This is an optimization exercise on Yosys and OpenROAD, whose aim is small area, a short achievable clock period and few clock cycles, not a production implementation. Function was checked by simulation only, so behaviour that the tests miss may differ from the original. No activity file was given, so power comes from the tool's default toggle rates.

===== design/flow/config.mk =====
export PLATFORM = sky130hd
export DESIGN_NAME = battery_level_estimator
export DESIGN_NICKNAME = battery_level_estimator
export VERILOG_FILES = /design/flow/design.v
export SDC_FILE = /design/flow/constraint.sdc
export NUM_CORES = 4
export LEC_CHECK = 0
export CAP_MARGIN = 20
export CORE_MARGIN = 2
export CORE_UTILIZATION = 60
export SLEW_MARGIN = 20

===== design/flow/constraint.sdc =====
create_clock -name core_clock -period 10.0 [get_ports {clk}]
set_input_delay 2.0000 -clock core_clock [delete_from_list [all_inputs] [get_ports {clk}]]
set_output_delay 2.0000 -clock core_clock [all_outputs]
set_load 0.01 [all_outputs]

===== design/flow/design.v =====
`default_nettype none
module ble_div4_step #(
  parameter int W = 7
) (
  input  wire logic [W-1:0] t,
  input  wire logic [W-1:0] d1,
  input  wire logic [W-1:0] d2,
  input  wire logic [W-1:0] d3,
  output logic [1:0]        digit,
  output logic [W-1:0]      rem
);
  logic [W:0] s1, s2, s3;
  assign s1 = {1'b0, t} - {1'b0, d1};
  assign s2 = {1'b0, t} - {1'b0, d2};
  assign s3 = {1'b0, t} - {1'b0, d3};
  always_comb begin
    if (!s3[W]) begin
      digit = 2'd3;
      rem = s3[W-1:0];
    end else if (!s2[W]) begin
      digit = 2'd2;
      rem = s2[W-1:0];
    end else if (!s1[W]) begin
      digit = 2'd1;
      rem = s1[W-1:0];
    end else begin
      digit = 2'd0;
      rem = t;
    end
  end
endmodule
`default_nettype wire
`default_nettype none
module battery_level_estimator (
  input  wire logic        clk,
  input  wire logic        rst_n,
  input  wire logic        in_valid,
  output logic             in_ready,
  input  wire logic [11:0] in_raw_sample,
  input  wire logic        in_sample_ok,
  output logic             out_valid,
  input  wire logic        out_ready,
  output logic [13:0]      out_filtered_mv,
  output logic [13:0]      out_cell_mv,
  output logic [11:0]      out_average_raw,
  output logic [6:0]       out_charge_percent,
  output logic             out_status,
  input  wire logic        cfg_we,
  input  wire logic [2:0]  cfg_index,
  input  wire logic [11:0] cfg_wdata
);
  logic [3:0]  lenm1_r, lenm1_n;
  logic [11:0] fs_r;
  logic [2:0]  num_r, den_r;
  logic [4:0]  ema_r;
  logic [13:0] fs3_r;
  logic [4:0]  den3_r;
  logic [6:0]  ema3_r;
  logic [4:0]  emam1_r;    
  always_comb begin
    lenm1_n = lenm1_r;
    if (cfg_we && cfg_index == 3'd0) begin
      if (cfg_wdata[4:0] == 5'd0) lenm1_n = 4'd0;
      else if (cfg_wdata[4] && cfg_wdata[3:0] != 4'd0) lenm1_n = 4'd15;
      else lenm1_n = 4'(cfg_wdata[4:0] - 5'd1);
    end
  end
  always_ff @(posedge clk) begin
    if (!rst_n) begin
      lenm1_r <= 4'd15;
      fs_r <= 12'd2450;
      num_r <= 3'd2;
      den_r <= 3'd1;
      ema_r <= 5'd4;
    end else begin
      lenm1_r <= lenm1_n;
      if (cfg_we) begin
        case (cfg_index)
          3'd1: fs_r <= cfg_wdata;
          3'd2: num_r <= cfg_wdata[2:0];
          3'd3: den_r <= (cfg_wdata[2:0] == 3'd0) ? 3'd1 : cfg_wdata[2:0];
          3'd4: ema_r <= (cfg_wdata[4:0] == 5'd0) ? 5'd1 : cfg_wdata[4:0];
          default: ;
        endcase
      end
    end
    fs3_r <= {2'd0, fs_r} + {1'b0, fs_r, 1'b0};
    den3_r <= {2'd0, den_r} + {1'b0, den_r, 1'b0};
    ema3_r <= {2'd0, ema_r} + {1'b0, ema_r, 1'b0};
    emam1_r <= ema_r - 5'd1;
  end
  localparam logic [1:0] S_IDLE = 2'd0, S_RUN = 2'd1, S_DONE = 2'd2, S_LAST = 2'd3;
  logic [1:0] stA_r, stA_n, stB_r, stB_n, stC_r, stC_n, stD_r, stD_n;
  logic       handAB, handBC, handCD;
  logic       freeA, freeB, freeC, freeD;
  logic [3:0]  pos_r, pos_n;
  logic [11:0] smp_r;
  logic        ok_r, vld_r, lst_r, pend_r, pend_n;
  logic [15:0] sum_r, sum_add;
  logic [4:0]  cnt_r, cnt_add;
  logic [5:0]  cnt3_r, cnt3_add;
  logic        last_r, accept, load, done_burst, inrdy_r, inrdy_n;
  logic [15:0] ld_sum;
  logic [4:0]  ld_cnt;
  logic [5:0]  ld_cnt3;
  assign in_ready = inrdy_r;
  assign accept = in_valid & in_ready;
  assign sum_add = sum_r + (ok_r ? {4'd0, smp_r} : 16'd0);
  assign cnt_add = cnt_r + {4'd0, ok_r};
  assign cnt3_add = cnt3_r + (ok_r ? 6'd3 : 6'd0);
  assign done_burst = vld_r & lst_r;
  assign load = (done_burst | pend_r) & freeA;
  assign pend_n = (done_burst | pend_r) & ~freeA;
  assign ld_sum = pend_r ? sum_r : sum_add;
  assign ld_cnt = pend_r ? cnt_r : cnt_add;
  assign ld_cnt3 = pend_r ? cnt3_r : cnt3_add;
  always_comb begin
    pos_n = pos_r;
    if (accept) pos_n = last_r ? 4'd0 : pos_r + 4'd1;
  end
  always_ff @(posedge clk) begin
    if (!rst_n) begin
      pos_r <= 4'd0;
      sum_r <= 16'd0;
      cnt_r <= 5'd0;
      cnt3_r <= 6'd0;
      last_r <= 1'b0;
      vld_r <= 1'b0;
      lst_r <= 1'b0;
      pend_r <= 1'b0;
    end else begin
      pos_r <= pos_n;
      last_r <= (pos_n == lenm1_n);
      vld_r <= accept;
      lst_r <= accept & last_r;
      pend_r <= pend_n;
      if (load) begin
        sum_r <= 16'd0;
        cnt_r <= 5'd0;
        cnt3_r <= 6'd0;
      end else if (vld_r) begin
        sum_r <= sum_add;
        cnt_r <= cnt_add;
        cnt3_r <= cnt3_add;
      end
    end
    smp_r <= in_raw_sample;
    ok_r <= in_sample_ok;
  end
  assign freeD = (stD_r == S_IDLE) | upd;
  assign handCD = (stC_r == S_DONE) & freeD;
  assign freeC = (stC_r == S_IDLE) | handCD;
  assign handBC = (stB_r == S_DONE) & freeC;
  assign freeB = (stB_r == S_IDLE) | handBC;
  assign handAB = (stA_r == S_DONE) & freeB;
  assign freeA = (stA_r == S_IDLE) | handAB;
  logic nfreeA, nfreeB, nfreeC, nfreeD;
  assign nfreeC = (stC_n == S_IDLE) | ((stC_n == S_DONE) & nfreeD);
  assign nfreeB = (stB_n == S_IDLE) | ((stB_n == S_DONE) & nfreeC);
  assign nfreeA = (stA_n == S_IDLE) | ((stA_n == S_DONE) & nfreeB);
  assign inrdy_n = ~((pend_n | (accept & last_r)) & ~nfreeA);
  logic [2:0]  cycA_r, cycA_n;
  logic [3:0]  RA_r, RA_n;
  logic [11:0] QA_r, QA_n;      
  logic [4:0]  nA_r, nA_n;
  logic [5:0]  n3A_r, n3A_n;
  logic [1:0]  a_q;
  logic [5:0]  a_rem;
  ble_div4_step #(.W(6)) u_avg (.t({RA_r, QA_r[11:10]}), .d1({1'b0, nA_r}),
                                .d2({nA_r, 1'b0}), .d3(n3A_r),
                                .digit(a_q), .rem(a_rem));
  always_comb begin
    stA_n = stA_r;
    cycA_n = cycA_r;
    RA_n = RA_r;
    QA_n = QA_r;
    nA_n = nA_r;
    n3A_n = n3A_r;
    case (stA_r)
      S_RUN: begin
        RA_n = a_rem[3:0];
        QA_n = {QA_r[9:0], a_q};
        cycA_n = cycA_r + 3'd1;
        if (cycA_r == 3'd5) stA_n = S_DONE;
      end
      S_DONE: if (handAB) stA_n = S_IDLE;
      default: ;
    endcase
    if (load) begin
      stA_n = S_RUN;
      cycA_n = 3'd0;
      RA_n = ld_sum[15:12];
      QA_n = ld_sum[11:0];
      nA_n = ld_cnt;
      n3A_n = ld_cnt3;
    end
  end
  always_ff @(posedge clk) begin
    if (!rst_n) begin
      stA_r <= S_IDLE;
      cycA_r <= 3'd0;
      inrdy_r <= 1'b1;
    end else begin
      stA_r <= stA_n;
      cycA_r <= cycA_n;
      inrdy_r <= inrdy_n;
    end
    RA_r <= RA_n;
    QA_r <= QA_n;
    nA_r <= nA_n;
    n3A_r <= n3A_n;
  end
  logic [2:0]  cycB_r, cycB_n;
  logic [11:0] RB_r, RB_n;      
  logic [11:0] QB_r, QB_n;      
  logic [11:0] AB_r, AB_n;      
  logic        emptyB_r, emptyB_n;
  logic [13:0] madd, ms;
  logic [12:0] adc_s;
  always_comb begin
    stB_n = stB_r;
    cycB_n = cycB_r;
    RB_n = RB_r;
    QB_n = QB_r;
    AB_n = AB_r;
    emptyB_n = emptyB_r;
    madd = 14'd0;
    ms = 14'd0;
    adc_s = 13'd0;
    case (stB_r)
      S_RUN: begin
        case (AB_r[1:0])
          2'd0: madd = 14'd0;
          2'd1: madd = {2'd0, fs_r};
          2'd2: madd = {1'b0, fs_r, 1'b0};
          default: madd = fs3_r;
        endcase
        ms = {2'd0, RB_r} + madd;
        RB_n = ms[13:2];
        QB_n = {ms[1:0], QB_r[11:2]};
        AB_n = {AB_r[1:0], AB_r[11:2]};
        cycB_n = cycB_r + 3'd1;
        if (cycB_r == 3'd5) stB_n = S_LAST;
      end
      S_LAST: begin
        adc_s = {1'b0, QB_r} + {1'b0, RB_r} + 13'd1;
        RB_n = RB_r + {11'd0, adc_s[12]};
        stB_n = S_DONE;
      end
      S_DONE: if (handBC) stB_n = S_IDLE;
      default: ;
    endcase
    if (handAB) begin
      stB_n = (nA_r == 5'd0) ? S_DONE : S_RUN;
      cycB_n = 3'd0;
      RB_n = 12'd0;
      AB_n = QA_r;
      emptyB_n = (nA_r == 5'd0);
    end
  end
  always_ff @(posedge clk) begin
    if (!rst_n) begin
      stB_r <= S_IDLE;
      cycB_r <= 3'd0;
    end else begin
      stB_r <= stB_n;
      cycB_r <= cycB_n;
    end
    RB_r <= RB_n;
    QB_r <= QB_n;
    AB_r <= AB_n;
    emptyB_r <= emptyB_n;
  end
  logic [2:0]  cycC_r, cycC_n;
  logic [14:0] QC_r, QC_n;      
  logic [2:0]  RC_r, RC_n;
  logic [11:0] avgC_r, avgC_n;
  logic        emptyC_r, emptyC_n;
  logic [14:0] sc_x;
  logic [1:0]  c_q;
  logic [4:0]  c_rem;
  assign sc_x = ({3'd0, RB_r} & {15{num_r[0]}}) + ({2'd0, RB_r, 1'b0} & {15{num_r[1]}})
              + ({1'b0, RB_r, 2'b0} & {15{num_r[2]}});
  ble_div4_step #(.W(5)) u_den (.t({RC_r, QC_r[14:13]}), .d1({2'd0, den_r}),
                                .d2({1'b0, den_r, 1'b0}), .d3(den3_r),
                                .digit(c_q), .rem(c_rem));
  always_comb begin
    stC_n = stC_r;
    cycC_n = cycC_r;
    QC_n = QC_r;
    RC_n = RC_r;
    avgC_n = avgC_r;
    emptyC_n = emptyC_r;
    case (stC_r)
      S_RUN: begin
        QC_n = {QC_r[12:0], c_q};
        RC_n = c_rem[2:0];
        cycC_n = cycC_r + 3'd1;
        if (cycC_r == 3'd6) stC_n = S_DONE;
      end
      S_DONE: if (handCD) stC_n = S_IDLE;
      default: ;
    endcase
    if (handBC) begin
      QC_n = {sc_x[13:0], sc_x[14] & (den_r == 3'd1)};
      RC_n = {2'd0, sc_x[14] & (den_r != 3'd1)};
      avgC_n = AB_r;
      emptyC_n = emptyB_r;
      cycC_n = 3'd0;
      stC_n = emptyB_r ? S_DONE : S_RUN;
    end
  end
  always_ff @(posedge clk) begin
    if (!rst_n) begin
      stC_r <= S_IDLE;
      cycC_r <= 3'd0;
    end else begin
      stC_r <= stC_n;
      cycC_r <= cycC_n;
    end
    QC_r <= QC_n;
    RC_r <= RC_n;
    avgC_r <= avgC_n;
    emptyC_r <= emptyC_n;
  end
  logic [2:0]  cycD_r, cycD_n;
  logic [13:0] QD_r, QD_n;      
  logic [4:0]  RD_r, RD_n;
  logic        negD_r, negD_n;
  logic        seedD_r, seedD_n;
  logic        emptyD_r, emptyD_n;
  logic [13:0] cellD_r, cellD_n;
  logic [11:0] avgD_r, avgD_n;
  logic [1:0]  e_q;
  logic [6:0]  e_rem;
  logic [13:0] cell_v;
  logic [14:0] fa, fb, f_sum, d_next;
  logic        fc;
  logic        lq_r, lq_n, ls_r, ls_n;    
  logic        e_fix;
  logic [13:0] o_filt, o_cell;
  logic [11:0] o_avg;
  logic [6:0]  o_pct;
  logic        o_status, o_valid;
  logic        v1_r, v2_r, v3_r, v4_r;
  logic        own_ok, upd;
  logic [13:0] filt_d;
  ble_div4_step #(.W(7)) u_ema (.t({RD_r, QD_r[13:12] ^ {2{negD_r}}}), .d1({2'd0, ema_r}),
                                .d2({1'b0, ema_r, 1'b0}), .d3(ema3_r),
                                .digit(e_q), .rem(e_rem));
  assign cell_v = QC_r[14] ? 14'd16383 : QC_r[13:0];
  assign e_fix = (RD_r == emam1_r);
  assign nfreeD = (stD_n == S_IDLE) |
                  ((stD_n == S_LAST) & ~upd & ~v1_r & ~v2_r & ~v3_r & ~v4_r & ~o_valid);
  always_comb begin
    fa = ls_r ? {1'b0, cellD_r} : {1'b0, o_filt};
    fb = lq_r ? {negD_r, QD_r ^ {14{negD_r}}} : 15'd0;
    fc = lq_r & negD_r & ~e_fix;
  end
  assign lq_n = (stD_n == S_LAST) & ~emptyD_n & ~seedD_n;
  assign ls_n = (stD_n == S_LAST) & ~emptyD_n & seedD_n;
  assign f_sum = fa + fb + {14'd0, fc};
  logic [14:0] dx, dy, dz, ds, dc;
  assign dx = {1'b0, cell_v};
  assign dy = ~fa;
  assign dz = ~fb;
  assign ds = dx ^ dy ^ dz;
  assign dc = (dx & dy) | (dx & dz) | (dy & dz);
  assign d_next = ds + {dc[13:0], ~fc} + 15'd1;
  assign own_ok = ~v1_r & ~v2_r & ~v3_r & ~v4_r & ~o_valid;
  assign upd = (stD_r == S_LAST) & own_ok;
  always_comb begin
    stD_n = stD_r;
    cycD_n = cycD_r;
    QD_n = QD_r;
    RD_n = RD_r;
    negD_n = negD_r;
    seedD_n = seedD_r;
    emptyD_n = emptyD_r;
    cellD_n = cellD_r;
    avgD_n = avgD_r;
    case (stD_r)
      S_RUN: begin
        QD_n = {QD_r[11:0], e_q};
        RD_n = e_rem[4:0];
        cycD_n = cycD_r + 3'd1;
        if (cycD_r == 3'd6) stD_n = S_LAST;
        if (cycD_r == 3'd0 && o_filt == 14'd0) begin
          seedD_n = 1'b1;
          stD_n = S_LAST;
        end
      end
      S_LAST: if (own_ok) stD_n = S_IDLE;
      default: ;
    endcase
    if (handCD) begin
      cellD_n = cell_v;
      avgD_n = avgC_r;
      emptyD_n = emptyC_r;
      seedD_n = 1'b0;
      negD_n = d_next[14];
      QD_n = d_next[13:0];
      RD_n = 5'd0;
      cycD_n = 3'd0;
      stD_n = emptyC_r ? S_LAST : S_RUN;
    end
  end
  assign filt_d = f_sum[13:0];
  always_ff @(posedge clk) begin
    if (!rst_n) begin
      stD_r <= S_IDLE;
      cycD_r <= 3'd0;
    end else begin
      stD_r <= stD_n;
      cycD_r <= cycD_n;
    end
    QD_r <= QD_n;
    RD_r <= RD_n;
    lq_r <= lq_n;
    ls_r <= ls_n;
    negD_r <= negD_n;
    seedD_r <= seedD_n;
    emptyD_r <= emptyD_n;
    cellD_r <= cellD_n;
    avgD_r <= avgD_n;
  end
  logic [3:0]  seg, t1_seg;
  logic        t1_hi, t1_lo;
  logic [1:0]  r15, t1_r15;
  logic [12:0] segmv;
  logic [8:0]  segx;
  logic [6:0]  pb_n, t2_pb;
  logic [2:0]  pm_n, t2_pm;
  logic [6:0]  t2_x;
  logic [9:0]  pa, pbb, py;
  logic [2:0]  pr, t3_r;
  function automatic [12:0] knee_mv(input [3:0] k);
    case (k)
      4'd0: knee_mv = 13'd4200;  4'd1: knee_mv = 13'd4100;  4'd2: knee_mv = 13'd4000;
      4'd3: knee_mv = 13'd3950;  4'd4: knee_mv = 13'd3900;  4'd5: knee_mv = 13'd3850;
      4'd6: knee_mv = 13'd3800;  4'd7: knee_mv = 13'd3750;  4'd8: knee_mv = 13'd3700;
      4'd9: knee_mv = 13'd3650;  4'd10: knee_mv = 13'd3600; 4'd11: knee_mv = 13'd3550;
      4'd12: knee_mv = 13'd3500; 4'd13: knee_mv = 13'd3400; 4'd14: knee_mv = 13'd3300;
      default: knee_mv = 13'd3000;
    endcase
  endfunction
  always_comb begin
    seg = 4'd15;
    for (int k = 14; k >= 1; k--) begin
      if (o_filt >= 14'(knee_mv(4'(k)))) seg = 4'(k);
    end
    r15 = (o_filt >= 14'd3225) ? 2'd3 : (o_filt >= 14'd3150) ? 2'd2 :
          (o_filt >= 14'd3075) ? 2'd1 : 2'd0;
  end
  always_comb begin
    segmv = knee_mv(t1_seg);
    segx = o_filt[8:0] - segmv[8:0];
    case (t1_seg)
      4'd1: begin pb_n = 7'd92; pm_n = 3'd4; end
      4'd2: begin pb_n = 7'd85; pm_n = 3'd3; end
      4'd3: begin pb_n = 7'd78; pm_n = 3'd6; end
      4'd4: begin pb_n = 7'd70; pm_n = 3'd7; end
      4'd5: begin pb_n = 7'd62; pm_n = 3'd7; end
      4'd6: begin pb_n = 7'd55; pm_n = 3'd6; end
      4'd7: begin pb_n = 7'd48; pm_n = 3'd6; end
      4'd8: begin pb_n = 7'd42; pm_n = 3'd5; end
      4'd9: begin pb_n = 7'd35; pm_n = 3'd6; end
      4'd10: begin pb_n = 7'd28; pm_n = 3'd6; end
      4'd11: begin pb_n = 7'd20; pm_n = 3'd7; end
      4'd12: begin pb_n = 7'd14; pm_n = 3'd5; end
      4'd13: begin pb_n = 7'd8; pm_n = 3'd2; end
      4'd14: begin pb_n = 7'd4; pm_n = 3'd1; end
      default: begin pb_n = {5'd0, t1_r15}; pm_n = 3'd0; end
    endcase
    if (t1_hi) begin
      pb_n = 7'd100;
      pm_n = 3'd0;
    end else if (t1_lo) begin
      pb_n = 7'd0;
      pm_n = 3'd0;
    end
  end
  always_comb begin
    pa = 10'd0;
    pbb = 10'd0;
    case (t2_pm)
      3'd1: pa = {1'b0, t2_x, 2'd0};                                    
      3'd2: begin pa = {1'b0, t2_x, 2'd0}; pbb = {2'd0, t2_x, 1'b0}; end    
      3'd3: begin pa = {t2_x, 3'd0}; pbb = ~{3'd0, t2_x}; end            
      3'd4: pa = {t2_x, 3'd0};                                          
      3'd5: begin pa = {t2_x, 3'd0}; pbb = {1'b0, t2_x, 2'd0}; end       
      3'd6: begin pa = {t2_x[5:0], 4'd0}; pbb = ~{2'd0, t2_x, 1'b0}; end  
      3'd7: pa = {t2_x[5:0], 4'd0};                                     
      default: ;
    endcase
    py = pa + pbb + {9'd0, t2_pm == 3'd3 || t2_pm == 3'd6};
    pr = (py >= 10'd700) ? 3'd7 : (py >= 10'd600) ? 3'd6 : (py >= 10'd500) ? 3'd5 :
         (py >= 10'd400) ? 3'd4 : (py >= 10'd300) ? 3'd3 : (py >= 10'd200) ? 3'd2 :
         (py >= 10'd100) ? 3'd1 : 3'd0;
  end
  always_ff @(posedge clk) begin
    if (!rst_n) begin
      o_valid <= 1'b0;
      o_filt <= 14'd0;
      v1_r <= 1'b0;
      v2_r <= 1'b0;
      v3_r <= 1'b0;
      v4_r <= 1'b0;
    end else begin
      o_valid <= (o_valid & ~out_ready) | v4_r;
      v1_r <= upd;
      v2_r <= v1_r;
      v3_r <= v2_r;
      v4_r <= v3_r;
      if (upd) o_filt <= filt_d;
    end
    if (upd) begin
      o_avg <= emptyD_r ? 12'd0 : avgD_r;
      o_cell <= emptyD_r ? 14'd0 : cellD_r;
      o_status <= emptyD_r;
    end
    if (v1_r) begin
      t1_seg <= seg;
      t1_hi <= (o_filt == 14'd0) || (o_filt >= 14'd4200);
      t1_lo <= (o_filt < 14'd3000);
      t1_r15 <= r15;
    end
    if (v2_r) begin
      t2_pb <= pb_n;
      t2_pm <= pm_n;
      t2_x <= segx[6:0];
    end
    if (v3_r) t3_r <= pr;
    if (v4_r) o_pct <= t2_pb + {4'd0, t3_r};
  end
  assign out_valid = o_valid;
  assign out_filtered_mv = o_filt;
  assign out_cell_mv = o_cell;
  assign out_average_raw = o_avg;
  assign out_charge_percent = o_pct;
  assign out_status = o_status;
endmodule
`default_nettype wire

===== design/flow/flow/run.sh =====
#!/bin/bash
set -euo pipefail
bash standard.sh SETUP_SLACK_MARGIN=6.7 finish > flow_make.log 2>&1

===== design/flow/standard.sh =====
#!/bin/bash
# synth_recipe.tcl (not shown) runs the flow's synth.tcl, then flattens the netlist and writes it again
# the make line also repeats each setting of config.mk as NAME=value (left out here)
make -C /OpenROAD-flow-scripts/flow DESIGN_CONFIG=/design/flow/config.mk WORK_HOME=/design/flow/orfs CLKGATE_MAP_FILE= SYNTH_SCRIPT=/design/flow/synth_recipe.tcl "${@:-finish}"

==> results of run 1 <==
-- cells in the final DEF (no fill, tap or decap), types with 34 or more instances in the layout --
cell,instances
nand2_1,306
inv_1,219
ha_1,192
edfxtp_1,184
nor2_1,146
dfxtp_1,136
o21ai_0,113
a21oi_1,106
xnor2_1,81
buf_4,77
xor2_1,63
nor2b_1,60
mux2i_1,57
nand3_1,55
fa_1,44
and2_1,42
dlygate4sd2_1,40
clkbuf_16,39
nor3_1,34
-- registers in the layout (all words and copies together), names as in the netlist, 6 cells and up --
signal	count
AB_r	12
QA_r	12
QB_r	12
QC_r	15
QD_r	14
RB_r	12
avgC_r	12
avgD_r	12
cellD_r	14
cnt3_r	6
ema3_r	7
fs3_r	14
fs_r	12
n3A_r	6
o_avg	12
o_cell	14
o_filt	14
o_pct	7
smp_r	12
sum_r	16
t2_pb	7
t2_x	7
-- per-layer routing --
metal | global-route usage (%) | wire [µm]
met5 | 0 | 0
met2 | 45.7 | 25600
met1 | 35.2 | 23500
met3 | 2.80 | 2410
met4 | 7.99 | 1350
-- layout make-up --
class,instances,area (µm²)
Clock buffer,49,1050
Multi-Input combinational cell,1799,13400
Tap cell,511,639
Fill cell,2878,10900
Inverter,234,921
Sequential cell,353,8990
Clock inverter,21,269
Timing Repair Buffer,169,1450
-- power by group through the flow --
stage	Clock, mW	Combinational (mW)	Sequential (mW)
3_5_place_dp	0	0.145	1.57
3_3_place_gp	0	0.141	1.57
4_1_cts	1.50	0.148	1.54
2_1_floorplan	0	0.107	1.57
6_report	1.48	0.151	1.53
5_1_grt	1.56	0.170	1.54
-- worst min path at each step --
| stage | start | end | slack (ps) | depth (start not counted) |
|---|---|---|---|---|
| after global routing | fs_r[0] | fs3_r[0] | 430 | 0 |
| final | fs_r[0] | fs3_r[0] | 420 | 0 |
| after global placement | avgC_r[1] | avgD_r[1] | 400 | 0 |
| after floorplan | fs_r[0] | fs3_r[0] | 380 | 0 |
| after CTS | avgC_r[7] | avgD_r[7] | 420 | 0 |
| after detailed placement | avgC_r[7] | avgD_r[7] | 410 | 0 |
-- cells in the mapped netlist, types with 16 or more instances --
cell / count / share of area (%)
a211oi_1: 25 / 0.82
inv_1: 228 / 3.7
clkbuf_1: 80 / 1.3
and3_1: 20 / 0.55
a31oi_1: 27 / 0.74
or2_2: 23 / 0.63
nand2b_1: 21 / 0.57
and2_1: 42 / 1.1
o31ai_1: 16 / 0.53
a21oi_1: 120 / 2.6
nor2b_1: 62 / 1.7
nor3_1: 39 / 0.85
xnor2_1: 85 / 3.3
a21o_1: 33 / 1.1
nor2_1: 151 / 2.5
nand3_1: 59 / 1.3
o211ai_1: 17 / 0.56
dfxtp_1: 169 / 15
mux2i_1: 60 / 2.6
xor2_1: 65 / 2.5
o21a_1: 29 / 0.95
o21ai_0: 130 / 2.8
ha_1: 202 / 11
edfxtp_1: 184 / 24
nand2_1: 313 / 5.1
a21boi_0: 28 / 0.92
fa_1: 45 / 3.9
-- metrics by stage --
step	cells	power [mW]	hold slack, ps
6_report	3136	3.17	416
5_1_grt	3136	3.27	435
4_1_cts	3106	3.19	421
3_5_place_dp	2989	1.72	406
3_3_place_gp	2989	1.71	403
2_1_floorplan	2478	1.67	377
-- what timing repair did --
action,CTS,global route
cloned,2,0
hold buffers,0,0
buffers inserted,45,30
endpoints found under the setup margin,264,67
resized for setup,182,124
pin swaps,22,40
-- kinds of logic after synthesis --
group	Yosys count	synth area share, %
DFF	353	39.0
and+or+nand+nor	787	16.1
muxes	75	3.37
AOI/OAI and AO/OA	538	15.2
xor gates and xnor gates	150	5.75
adders and majority gates	248	15.0
buffers and inverters	327	5.53
==> out/results.ini, run 1 <==
[status]
outcome = finished clean

[synthesis]
ys.flop_type = edfxtp_1
synth_seq_cells = 353
avgSynthCellArea_um2 = 9.23
yosysWarnings = 4
synth_edf_count = 184
syn_area_um2 = 22900
syn-num-nets = 2758
synth-async-reset-ratio_pct = 0
yosysUniqueCellTypes = 84
netlist_instances = 2478
ys_seq_area_share_pct = 39.0

[timing]
period_needed_ps = 3440
fin_crit_sh_pct = 34.4
clock_skew_ps = 14.4
setup_slack_ps = 6560
max_slew.worst_pin.slew_ps = 1110
fmax_mhz = 291
hold_violations = 0
max_slew_margin_pct = 25.8
setup_viol = 0
setup_tns_ps = 0
final_max_slew_viol_count = 0
rsz0062_at_grt = yes

[min_path]
hold_path.class = reg2reg

[die]
core_um2 = 37600
start_util_pct = 60.8
pin_count = 83
die_h_um = 199
dieArea_um2 = 39700
rows = 71
die_w_um = 199

[power_and_ir_drop]
p_sw_mw = 0.691
p_clk_share_pct = 46.8
power_frac_seq_pct = 48.5
p_int_mw = 2.48
pwr-share-comb_pct = 4.8
powerDensity_nw_per_um2 = 119
switching_share_pct = 21.8
ir_drop_mv = 0.105
p_leak_nw = 11.1

[global_routing]
grt_pass1_vias = 16900
gr-total-overflow = 0
antenna_found_initial = 0
globalRouteTotalUtil_pct = 26.5
grt_pass1_wl_mm = 84.3
grt_max_degree = 70

[setup_path]
cp.arrival_ps = 3760
worstRegToRegCells = 17
critPathLaunchType = flop
cp-endpoint = QD_r[12]
critical_path_buf_inv_count = 5
startpoint = negD_r
cp_slowest_cell = fa_1
required_ps = 10320
slowest_delay_ps = 500
reg2reg_from = negD_r
critical_path_class = reg2reg
cp_max_fo = 6
worst-r2r-setup-slack_ps = 6560
path_delay_family = compound AO/OA/AOI/OAI gates
regToRegEndpoint = QD_r[12]
end_kind = flop
crit_chain = buf_6, buf_4, xor2_1, nand2_1, inv_1, fa_1, inv_1, ha_4, a21o_1, a21oi_2, o21ba_4, o21ai_4, a211oi_2, buf_4, nor2_2, nor2_1, o31ai_1
path_depth = 17

[drt]
dr.pass1.iters = 6
drt-wirelength-per-cell_um = 16.9
routed_wl_mm = 52.9
viasPerCell = 5.69
vias = 17900
drc = 0
postRouteAntennaNets = 0
first_iter_violations = 1123

[clock_network]
root_buffer = clkbuf_16
clkTransAtPathRegs_ps = 70
clock_latency_ps = 570
htreeDepth = 2
clkSinkCount = 353
cts_tree = yes
cts.path.max_buffers = 3
numCtsBuffers = 39

[layout]
design_area_um2 = 26700
final_util_pct = 71.1
antenna_cells = 0
nets = 2876
syn_to_final_growth_pct = 16.8
drive_above_1_share_pct = 13.5

[placed_design]
gp_congestion = 0.926
dpl_cell_area_um2 = 24100
portBuffers = 82
dp_slack_ps = 5640
hpwl_mm = 37.6

[job]
maxCapViolCount = 0

Testbench counts, summed over its fixed seeds: cycles 8,520.
==> inputs of run 2 (changes only) <==
--- a/design/flow/config.mk
+++ b/design/flow/config.mk
@@ -8,4 +8,6 @@
 export CAP_MARGIN = 20
 export CORE_MARGIN = 2
 export CORE_UTILIZATION = 60
+export CTS_CLUSTER_DIAMETER = 100
+export CTS_CLUSTER_SIZE = 20
 export SLEW_MARGIN = 20
==> run 2 against run 1 <==
Effect of this change:
- synthesized cell count unchanged
- combinational power about the same
- clock skew increased by 21 ps
- critical endpoint unchanged
- area after synthesis unchanged
- sequential share of layout area increased by 0.98 points
- die area unchanged
- flip-flop and latch count unchanged
- routed wire length decreased by 1.2%
- final area decreased by 2.8%
- sequential power about the same
- worst hold slack got worse by 9.4 ps
==> out/results.ini, run 2 <==
[status]
outcome = finished clean

[setup_path]
critPathLaunchType = flop
crit_chain = buf_4, inv_2, o21a_1, inv_2, fa_1, inv_2, fa_2, a21o_1, a21oi_2, o21ba_4, o21ai_4, a211oi_2, buf_4, nor2_1, nor2_1, o31ai_1
regToRegEndpoint = QD_r[12]
cp_max_fo = 10  ; +4
critical_path_class = reg2reg
worst-r2r-setup-slack_ps = 6630  ; +60 ps
path_depth = 16  ; -1
critical_path_buf_inv_count = 5  ; unchanged
slowest_delay_ps = 550  ; +50 ps
startpoint = o_filt[1]
cp_slowest_cell = fa_1
cpMostUsedCell = inv_2
worstRegToRegCells = 16  ; -1
end_kind = flop
reg2reg_from = o_filt[1]
path_delay_family = compound AO/OA/AOI/OAI gates
cp.arrival_ps = 3670  ; -90 ps
required_ps = 10300  ; -20 ps

[synthesis]
netlist_instances = 2478  ; unchanged
yosysWarnings = 4  ; unchanged
syn-num-nets = 2758  ; unchanged
synth-simple-area-share_pct = 16.1  ; unchanged
synth_top_cell_area_share_pct = 24.2  ; unchanged
synth_top_family_by_area = simple AND/OR/NAND/NOR gates
synthMuxAreaShare_pct = 3.37  ; unchanged
ys_seq_area_share_pct = 39.0  ; unchanged
ys_top_cells_by_area = edfxtp_1, dfxtp_1, ha_1
post-synth-top-area-cell = edfxtp_1
yosysMostFrequentCell = nand2_1
synth-async-reset-ratio_pct = 0  ; unchanged
syn_area_um2 = 22900  ; unchanged
synth_compound_area_share_pct = 15.2  ; unchanged
synth_xor_area_share_pct = 5.75  ; unchanged
ys.flop_type = edfxtp_1
synth_commonest_cells = nand2_1, inv_1, ha_1
synth-adder-area-share_pct = 15.0  ; unchanged
avgSynthCellArea_um2 = 9.23  ; unchanged
yosysUniqueCellTypes = 84  ; unchanged
synth_edf_count = 184  ; unchanged
synth_seq_cells = 353  ; unchanged

[global_routing]
gr-total-overflow = 0  ; unchanged
globalRouteTotalUtil_pct = 25.9  ; -0.61 points
antenna_found_initial = 2  ; +2
grt_pass1_wl_mm = 83.1  ; -1.5%
grt_max_degree = 70  ; unchanged
grt_pass1_vias = 16700  ; -1.0%

[layout]
final_common_cell = nand2_1
drive_above_1_share_pct = 12.2  ; -1.3 points
final_cell_mix = nand2_1, inv_1, ha_1
largest_register = sum_r
largest_reg_flops = 16  ; unchanged
final_util_pct = 69.1  ; -2.0 points
reg.largest.list = sum_r x16, QC_r x15
syn_to_final_growth_pct = 13.6
nets = 2856  ; -0.70%
antenna_cells = 0  ; unchanged

[clock_network]
clkSinkCount = 353  ; unchanged
clkTransAtPathRegs_ps = 90  ; +20 ps
htreeDepth = 1  ; -1
clock_latency_ps = 570  ; about the same
root_buffer = clkbuf_16
numCtsBuffers = 21  ; -46%
cts_tree = yes
cts_hold_buf = 0  ; unchanged
cts.path.max_buffers = 3  ; unchanged

[drt]
drc = 0  ; unchanged
viasPerCell = 5.71  ; +0.34%
first_iter_violations = 1115  ; -0.71%
vias = 17700  ; -0.75%
drt-wirelength-per-cell_um = 16.8  ; -0.15%
dr.pass1.iters = 5  ; -1
routed_wl_mm = 52.2  ; -1.2%
postRouteAntennaNets = 0  ; unchanged

[timing]
hold_violations = 0  ; unchanged
fmax_mhz = 296  ; +1.8%
max_slew_margin_pct = 26.0  ; +0.18 points
setup_tns_ps = 0  ; unchanged
clock_skew_ps = 35.1  ; +20.7 ps
fin_crit_sh_pct = 33.7  ; -0.61 points
rsz0062_at_grt = yes
setup_slack_ps = 6630  ; +61.3 ps
final_max_slew_viol_count = 0  ; unchanged
setup_viol = 0  ; unchanged
period_needed_ps = 3370  ; -61.3 ps
max_slew.worst_pin.slew_ps = 1110  ; -2.76 ps

[job]
maxCapViolCount = 0  ; unchanged

[power_and_ir_drop]
powerDensity_nw_per_um2 = 99.8  ; -16%
p_leak_nw = 10.8  ; -3.0%
p_total_mw = 2.59  ; -18%
ir_drop_mv = 0.156  ; +48%

[die]
core_um2 = 37600  ; unchanged
rows = 71  ; unchanged
start_util_pct = 60.8  ; unchanged
die_w_um = 199  ; unchanged
dieArea_um2 = 39700  ; unchanged
die_h_um = 199  ; unchanged
pin_count = 83  ; unchanged

[min_path]
hold_path.class = reg2reg
worst_hold_path.num_cells = 0  ; unchanged
worstHoldStart = fs_r[0]
hold_end = fs3_r[0]

[placed_design]
dp_slack_ps = 5640  ; unchanged
hpwl_mm = 37.6  ; unchanged
portBuffers = 82  ; unchanged
gp_congestion = 0.926  ; unchanged

-- run 2: cell types whose count changed in the layout (fill, tap and decap cells not counted), sizes merged --
cell	delta
bufinv	-5
dlygate4sd2	+5
buf	-2
clkbuf	-13
inv	+1
clkinvlp	-3
clkdlybuf4s15	-4
clkinv	-13
-- run 2: worst max path at each step --
stage,end
floorplan,last_r
global placement,last_r
detailed placement,inrdy_r
CTS,QD_r[12]
global route,QD_r[12]
finish,QD_r[12]
-- run 2: metal layers --
metal | share of wire (%) | global-route usage [%] | up-vias
met1 | 45 | 34.9 | 8424
met4 | 2.2 | 6.00 | 4
met5 | 0.033 | 0 | -
met3 | 4.3 | 2.78 | 81
met2 | 49 | 44.9 | 427
li1 | - | - | 8781
-- run 2: area by class of cell --
cell class	instances	area, µm²
multi-input combinational	1799	13300
fill	2977	11600
sequential	353	9000
timing repair buffer	167	1440
inverter	234	916
tap	511	639
clock buffer	37	617
clock inverter	1	8.76
-- run 2: through the flow --
step / cells / cell area [µm²] / hold WS, ps
finish: 3102 / 26000 / 406
detailed placement: 2989 / 24100 / 406
CTS: 3081 / 25400 / 415
global route: 3102 / 26000 / 429
floorplan: 2478 / 22900 / 377
global placement: 2989 / 24100 / 403
-- run 2: kinds of logic after synthesis --
family | count (synthesis)
mux | 75
flops | 353
compound gates | 538
xor+xnor | 150
simple gates | 787
buf+inv | 327
fa+ha+maj | 248
-- run 2: worst reg2reg max path, delay by kind of cell (launching register included) --
kind	cells	cell delay (ps)
AO/OA/AOI/OAI	7	1100
adder cells (fa/ha/maj)	2	940
buffers and inverters	5	560
flip-flops	1	360
AND/OR/NAND/NOR	2	180
-- run 2: repair_timing --
action,in CTS,in global routing
gates cloned,1,0
gates resized for setup,173,115
pin swaps,24,41
hold endpoints to repair,0,0
buffers inserted,53,21
endpoints found under the setup margin,264,65
-- run 2: power by group --
| group | internal, mW | total (mW) | switching [mW] | leakage [nW] |
|---|---|---|---|---|
| Combinational | 0.0707 | 0.152 | 0.0811 | 7.57 |
| Clock | 0.423 | 0.908 | 0.486 | 0.299 |
| Sequential | 1.52 | 1.53 | 0.0111 | 2.90 |
==> inputs of run 3 (changes only) <==
==> design/flow/flow/run.sh (replaced) <==
#!/bin/bash
set -euo pipefail
bash standard.sh SETUP_SLACK_MARGIN=6.55 finish > flow_make.log 2>&1
==> run 3 against run 2 <==
Effect of this change:
- still clean
- die area stayed put
- area after synthesis is the same
- sequential share of layout area up 0.55 points
- non-clock buffer count fell by 23
- critical path type unchanged
- critical endpoint is now t3_r[0]
- largest cell class unchanged
- largest power group unchanged
- highest routed layer is now met4
==> out/results.ini, run 3 <==
[clock_network]
cts_tree = yes
clkSinkCount = 353  ; unchanged
root_buffer = clkbuf_16
clkTransAtPathRegs_ps = 90  ; about the same
cts.path.max_buffers = 3  ; unchanged
numCtsBuffers = 21  ; unchanged
clock_latency_ps = 560  ; about the same
htreeDepth = 1  ; unchanged

[layout]
final_cells = 3078  ; -0.77%
drive_above_1_share_pct = 9.51  ; -2.7 points
syn_to_final_growth_pct = 11.7
reg.largest.list = sum_r x16, QC_r x15
nFillCells = 3096  ; +4.0%
largest_reg_flops = 16  ; unchanged
largest_register = sum_r
final_common_cell = nand2_1
final_cell_mix = nand2_1, inv_1, ha_1
antenna_cells = 0  ; unchanged
nets = 2832  ; -0.84%

[die]
dieArea_um2 = 39700  ; unchanged
die_h_um = 199  ; unchanged
core_um2 = 37600  ; unchanged
start_util_pct = 60.8  ; unchanged
die_w_um = 199  ; unchanged
pin_count = 83  ; unchanged
rows = 71  ; unchanged

[placed_design]
portBuffers = 82  ; unchanged
dp_cells = 2990  ; +0.033%
hpwl_mm = 37.9  ; +0.82%
gp_congestion = 0.917  ; -1.0%

[synthesis]
ys_top_cells_by_area = edfxtp_1, dfxtp_1, ha_1
yosysWarnings = 4  ; unchanged
avgSynthCellArea_um2 = 9.23  ; unchanged
yosysMostFrequentCell = nand2_1
yosysUniqueCellTypes = 84  ; unchanged
synth_top_cell_area_share_pct = 24.2  ; unchanged
ys.flop_type = edfxtp_1
syn_area_um2 = 22900  ; unchanged
synth_commonest_cells = nand2_1, inv_1, ha_1
netlist_instances = 2478  ; unchanged
synth_seq_cells = 353  ; unchanged
synth_edf_count = 184  ; unchanged
syn-num-nets = 2758  ; unchanged
post-synth-top-area-cell = edfxtp_1
ys_seq_area_share_pct = 39.0  ; unchanged
synth-async-reset-ratio_pct = 0  ; unchanged

[drt]
viasPerCell = 5.72  ; +0.13%
vias = 17600  ; -0.64%
drc = 0  ; unchanged
postRouteAntennaNets = 0  ; unchanged
first_iter_violations = 1137  ; +2.0%
drt-wirelength-per-cell_um = 16.9  ; +0.55%
routed_wl_mm = 52.1  ; -0.23%
dr.pass1.iters = 5  ; unchanged

[timing]
fmax_mhz = 288  ; -2.8%
hold_violations = 0  ; unchanged
period_needed_ps = 3470  ; +98.4 ps
max_slew.worst_pin.slew_ps = 904  ; -204 ps
clock_skew_ps = 28.0  ; -7.07 ps
rsz0062_at_grt = yes
setup_tns_ps = 0  ; unchanged
max_slew_margin_pct = 39.5  ; +13 points
fin_crit_sh_pct = 34.7  ; +0.98 points
final_max_slew_viol_count = 0  ; unchanged
setup_viol = 0  ; unchanged

[power_and_ir_drop]
switching_share_pct = 22.4  ; +0.078 points
p_clk_share_pct = 34.9  ; -0.2 points
pwr-share-comb_pct = 5.8  ; about the same
powerDensity_nw_per_um2 = 101  ; +1.2%
power_frac_seq_pct = 59.3  ; +0.2 points
p_leak_nw = 10.6  ; -1.1%
p_sw_mw = 0.578  ; about the same
ir_drop_mv = 0.118  ; -24%
p_int_mw = 2.00  ; -0.50%

[setup_path]
end_kind = flop
required_ps = 10300  ; about the same
critPathLaunchType = flop
cp_max_fo = 11  ; +1
critical_path_class = reg2reg
cp.arrival_ps = 3770  ; +100 ps

[job]
maxCapViolCount = 0  ; unchanged

[global_routing]
antenna_found_initial = 0  ; -2
globalRouteTotalUtil_pct = 26.0  ; +0.15 points
grt_pass1_vias = 16700  ; -0.036%
gr-total-overflow = 0  ; unchanged
grt_max_degree = 70  ; unchanged
grt_pass1_wl_mm = 83.2  ; +0.22%

[status]
outcome = finished clean

[min_path]
hold_path.class = reg2reg

## run 3: logic make-up (layout without fill, tap and decap cells)
logic type / count (synthesis) / after routing / synth area share [%]
buf+inv: 327 / 416 / 5.53
simple gates: 787 / 787 / 16.1
mux: 75 / 75 / 3.37
compound gates: 538 / 538 / 15.2
xor+xnor: 150 / 150 / 5.75
flops: 353 / 353 / 39.0
fa+ha+maj: 248 / 248 / 15.0
## run 3: critical path, cell delays in order, from the launching register on
cell	delay, ps
edfxtp_1	510
buf_6	180
clkinv_8	60
nand3_1	70
o21ai_1	110
nand2_1	80
o21ai_2	80
ha_4	240
nand3_4	80
a211oi_4	50
or4_4	590
a2111oi_4	480
nor3_4	110
buf_6	140
a31oi_4	160
o22ai_1	100
o22a_1	180
## run 3: metal layers
metal / GRT usage, % / share of wire (%)
met1: 34.8 / 45
met2: 45.3 / 49
met3: 2.51 / 4.3
met4: 6.74 / 2.2
met5: 0 / 0
## run 3: timing repair
| action | 4_1_cts | 5_1_grt |
|---|---|---|
| gates resized for setup | 102 | 104 |
| pin swaps | 5 | 19 |
| buffers inserted | 23 | 26 |
| hold buffers | 0 | 0 |
| endpoints found under the setup margin | 221 | 96 |
## run 3: final timing paths
kind	startpoint	endpoint	slack, ps	cells past startpoint
setup / recovery	t2_pm[1]	t3_r[0]	6530	16
setup reg to reg	t2_pm[1]	t3_r[0]	6530	16
hold reg to reg	avgC_r[1]	avgD_r[1]	400	0
hold / removal	avgC_r[1]	avgD_r[1]	400	0
## run 3: final cells by class
class                           instances  area (µm²)  share of cell area, %
Sequential cell                       353        9000                   35.2
Clock inverter                          2        13.8                 0.0539
Inverter                              234         922                   3.61
Clock buffer                           36         602                   2.36
Timing Repair Buffer                  144        1310                   5.13
Tap cell                              511         639                   2.50
Multi-Input combinational cell       1798       13100                   51.1
## run 3: power groups by stage
stage          clock [mW]  sequential (mW)  combinational, mW
2_1_floorplan           0             1.57              0.107
3_3_place_gp            0             1.57              0.141
3_5_place_dp            0             1.57              0.146
4_1_cts             0.921             1.53              0.147
5_1_grt             0.972             1.53              0.167
6_report            0.901             1.53              0.149
## run 3: stage by stage
stage | area (µm²) | hold WS, ps | util (%) | worst slack (ps) | total power [mW]
2_1_floorplan | 22900 | 377 | - | 6530 | 1.67
3_3_place_gp | 24000 | 398 | 64.0 | 5830 | 1.71
3_5_place_dp | 24100 | 403 | 64.0 | 5680 | 1.72
4_1_cts | 25000 | 409 | 66.5 | 6400 | 2.60
5_1_grt | 25500 | 423 | 68.0 | 6300 | 2.67
6_report | 25500 | 399 | 68.0 | 6530 | 2.58
==> inputs of run 4 (changes only) <==
--- a/design/flow/design.v
+++ b/design/flow/design.v
@@ -353,8 +353,8 @@
   assign nfreeD = (stD_n == S_IDLE) |
                   ((stD_n == S_LAST) & ~upd & ~v1_r & ~v2_r & ~v3_r & ~v4_r & ~o_valid);
   always_comb begin
-    fa = ls_r ? {1'b0, cellD_r} : {1'b0, o_filt};
-    fb = lq_r ? {negD_r, QD_r ^ {14{negD_r}}} : 15'd0;
+    fa = {1'b0, o_filt};
+    fb = ls_r ? {1'b0, cellD_r} : lq_r ? {negD_r, QD_r ^ {14{negD_r}}} : 15'd0;
     fc = lq_r & negD_r & ~e_fix;
   end
   assign lq_n = (stD_n == S_LAST) & ~emptyD_n & ~seedD_n;
==> design/flow/flow/run.sh (replaced) <==
#!/bin/bash
set -euo pipefail
bash standard.sh SETUP_SLACK_MARGIN=6.7 finish > flow_make.log 2>&1
==> run 4 against run 3 <==
Effect of this change:
- still clean on timing, DRC and antenna
- sequential power about the same
- clock skew fell by 9.8 ps
- synthesized cell count fell by 3.8%
- combinational power grew 67%
- maximum frequency fell by 2.9%
- power is 4.6% higher
- routed wire length down 0.11%
- worst setup slack lost 110 ps
- critical path type unchanged
- largest cell class unchanged
- largest power group unchanged
- highest routed layer unchanged
==> out/results.ini, run 4 <==
[global_routing]
antenna_found_initial = 0  ; unchanged
grt_pass1_wl_mm = 83.5  ; +0.31%
grt_use_met3_pct = 3.08  ; +0.57 points
grt_pass1_vias = 16800  ; +1.0%
grt_max_degree = 66  ; -5.7%
globalRouteTotalUtil_pct = 26.3  ; +0.25 points
top_usage_layer = met2
grt_use_met2_pct = 47.6  ; +2.3 points
gr-total-overflow = 0  ; unchanged
met1_usage_pct = 33.1  ; -1.7 points

[setup_path]
required_ps = 10300  ; about the same
slowest_delay_ps = 560  ; -30 ps
crit_chain = xor2_1, a22o_1, fa_1, ha_2, inv_2, fa_2, a21o_1, a21oi_2, nor2b_2, o211ai_1, a31oi_2, a21o_1, a21oi_2, xnor2_1
critPathLaunchType = flop
worstRegToRegCells = 14  ; -2
end_kind = flop
cp_slowest_cell = edfxtp_1
critical_path_class = reg2reg
worst-r2r-setup-slack_ps = 6420  ; -110 ps
critical_path_buf_inv_count = 1  ; -2
cp_max_fo = 7  ; -4
cp.arrival_ps = 3880  ; +110 ps
path_depth = 14  ; -2
path_delay_family = compound AO/OA/AOI/OAI gates

[synthesis]
synth_xor_area_share_pct = 6.20  ; +0.46 points
synth_top_family_by_area = simple AND/OR/NAND/NOR gates
synth-simple-area-share_pct = 15.7  ; -0.43 points
avgSynthCellArea_um2 = 9.46  ; +2.5%
yosysWarnings = 4  ; unchanged
synth_compound_area_share_pct = 15.5  ; +0.29 points
syn_area_um2 = 22600  ; -1.4%
synthMuxAreaShare_pct = 3.11  ; -0.26 points
yosysMostFrequentCell = nand2_1
synth_top_cell_area_share_pct = 24.5  ; +0.33 points
netlist_instances = 2384  ; -3.8%
synth_seq_cells = 353  ; unchanged
yosysUniqueCellTypes = 84  ; unchanged
synth_commonest_cells = nand2_1, ha_1, edfxtp_1
ys_top_cells_by_area = edfxtp_1, dfxtp_1, ha_1
post-synth-top-area-cell = edfxtp_1
synth-adder-area-share_pct = 15.2  ; +0.21 points
synth-async-reset-ratio_pct = 0  ; unchanged
synth_edf_count = 184  ; unchanged
syn-num-nets = 2664  ; -3.4%
ys.flop_type = edfxtp_1
ys_seq_area_share_pct = 39.5  ; +0.54 points

[power_and_ir_drop]
powerDensity_nw_per_um2 = 105  ; +4.0%
p_leak_nw = 10.7  ; about the same
ir_drop_mv = 0.116  ; -1.6%

[min_path]
hold_path.class = reg2reg
worst_hold_path.num_cells = 0  ; unchanged

[die]
start_util_pct = 60.4  ; -0.40 points
dieArea_um2 = 39200  ; -1.3%
die_h_um = 198  ; -0.67%
rows = 71  ; unchanged
core_um2 = 37300  ; -0.71%
die_w_um = 198  ; -0.67%
pin_count = 83  ; unchanged

[status]
outcome = finished clean

[placed_design]
portBuffers = 82  ; unchanged
gp_congestion = 0.899  ; -1.9%
hpwl_mm = 36.6  ; -3.6%
dpl_cell_area_um2 = 23700  ; -1.5%
dp_slack_ps = 5680  ; -6.77 ps

[clock_network]
htreeDepth = 1  ; unchanged
root_buffer = clkbuf_16
clkTransAtPathRegs_ps = 90  ; about the same
cts.path.max_buffers = 3  ; unchanged
cts_tree = yes
clkSinkCount = 353  ; unchanged
clock_latency_ps = 560  ; about the same
numCtsBuffers = 21  ; unchanged

[layout]
largest_reg_flops = 16  ; unchanged
nets = 2786  ; -1.6%
reg.largest.list = sum_r x16, QC_r x15
final_cell_mix = nand2_1, ha_1, edfxtp_1
antenna_cells = 0  ; unchanged
largest_register = sum_r
design_area_um2 = 25700  ; +0.52%
drive_above_1_share_pct = 13.0  ; +3.5 points
syn_to_final_growth_pct = 13.9
final_common_cell = nand2_1

[timing]
hold_violations = 0  ; unchanged
setup_viol = 0  ; unchanged
fin_crit_sh_pct = 35.8  ; +1.1 points
period_needed_ps = 3580  ; +105 ps
holdWs_ps = 422  ; +22.2 ps
final_max_slew_viol_count = 0  ; unchanged
max_slew_margin_pct = 31.9  ; -7.6 points
setup_tns_ps = 0  ; unchanged
fmax_mhz = 279  ; -2.9%
max_slew.worst_pin.slew_ps = 1020  ; +115 ps
clock_skew_ps = 18.2  ; -9.79 ps
setup_slack_ps = 6420  ; -105 ps
rsz0062_at_grt = yes

[drt]
dr.pass1.iters = 6  ; +1
viasPerCell = 5.77  ; +0.95%
drc = 0  ; unchanged
vias = 17300  ; -1.8%
first_iter_violations = 920  ; -19%
drt-wirelength-per-cell_um = 17.4  ; +2.7%
postRouteAntennaNets = 0  ; unchanged
routed_wl_mm = 52.1  ; -0.11%

[job]
maxCapViolCount = 0  ; unchanged

[run 4: cell count changes after synthesis, sizes merged, moves of 9 or more]
cell / change
xor2: +14
nor2b: +9
nand3: -9
o21ai: +9
nand2: -48
inv: -53
a22o: +12
nand2b: +15
o21a: -10
nor2: +11
[run 4: final timing paths]
check	to	start
setup / recovery	negD_r	negD_r
hold / removal	avgD_r[2]	avgC_r[2]
setup reg to reg	negD_r	negD_r
hold reg to reg	avgD_r[2]	avgC_r[2]
[run 4: area by class of cell]
type,instances,area (µm²)
Tap cell,474,593
Multi-Input combinational cell,1760,13200
Timing Repair Buffer,189,1600
Clock buffer,34,574
Sequential cell,353,9000
Clock inverter,3,35.0
Fill cell,2980,11600
Inverter,181,701
[run 4: routing by layer]
metal,up-vias,wire length [µm]
li1,8556,-
met1,8262,22200
met2,376,25800
met3,91,2260
met4,0,1800
met5,-,0
[run 4: timing repair]
item / CTS / global route
endpoints found under the setup margin: 208 / 80
buffers inserted: 66 / 31
gates cloned: 0 / 1
endpoints found under the hold margin: 0 / 0
gates resized for setup: 176 / 97
pin swaps: 36 / 52
hold buffers: 0 / 0
[run 4: where the power goes]
group | switching (mW) | internal [mW] | total, mW
logic | 0.130 | 0.119 | 0.249
clock network | 0.484 | 0.412 | 0.896
registers | 0.0236 | 1.53 | 1.55
[run 4: cells by family after synthesis]
logic type | Yosys count
buffers and inverters | 272
XOR/XNOR | 158
adder cells (fa/ha/maj) | 248
AND/OR/NAND/NOR | 744
multiplexers | 68
flip-flops | 353
AO/OA/AOI/OAI | 541
[run 4: stage by stage]
stage                     utilization [%]  power, mW  std cells
final                                68.8       2.70       2994
after detailed placement             63.5       1.82       2859
after floorplan                         -       1.76       2384
after global routing                 68.8       2.80       2994
after global placement               63.5       1.82       2859
after CTS                            67.3       2.71       2962
Testbench counts of run 4, summed over its fixed seeds: cycles 8,520.

static timing again, ports no longer ideal:
The results above use ideal ports. As a check the final layouts listed here were re-extracted and re-timed, cells and wires unchanged. Step 1 (the two cells are an assumption about what drives the block):
set clk [get_ports {clk}]
set_driving_cell -lib_cell sky130_fd_sc_hd__clkbuf_16 $clk
set_driving_cell -lib_cell sky130_fd_sc_hd__buf_2 [delete_from_list [all_inputs] $clk]
Step 2 also shifts input and output timing later by t, the mid clock arrival at the registers, as if the neighbouring blocks saw the same clock. Slacks: ideal / step 1 / step 2; pairs: ideal / step 1.
run | t, ns | slack for setup (ns) | clock arrival spread, ns
run 1 | 0.623 | 6.564 / 6.564 / 6.179 | 0.017 / 0.017
run 2 | 0.606 | 6.625 / 6.625 / 6.191 | 0.038 / 0.038
run 3 | 0.601 | 6.527 / 6.527 / 6.102 | 0.029 / 0.028
run 4 | 0.603 | 6.421 / 6.421 / 6.203 | 0.019 / 0.020
After both steps setup and hold are still met in every run listed. The setup slack of run 2, which loses most, moves by 0.000 ns with the drivers and by -0.434 ns with both steps.
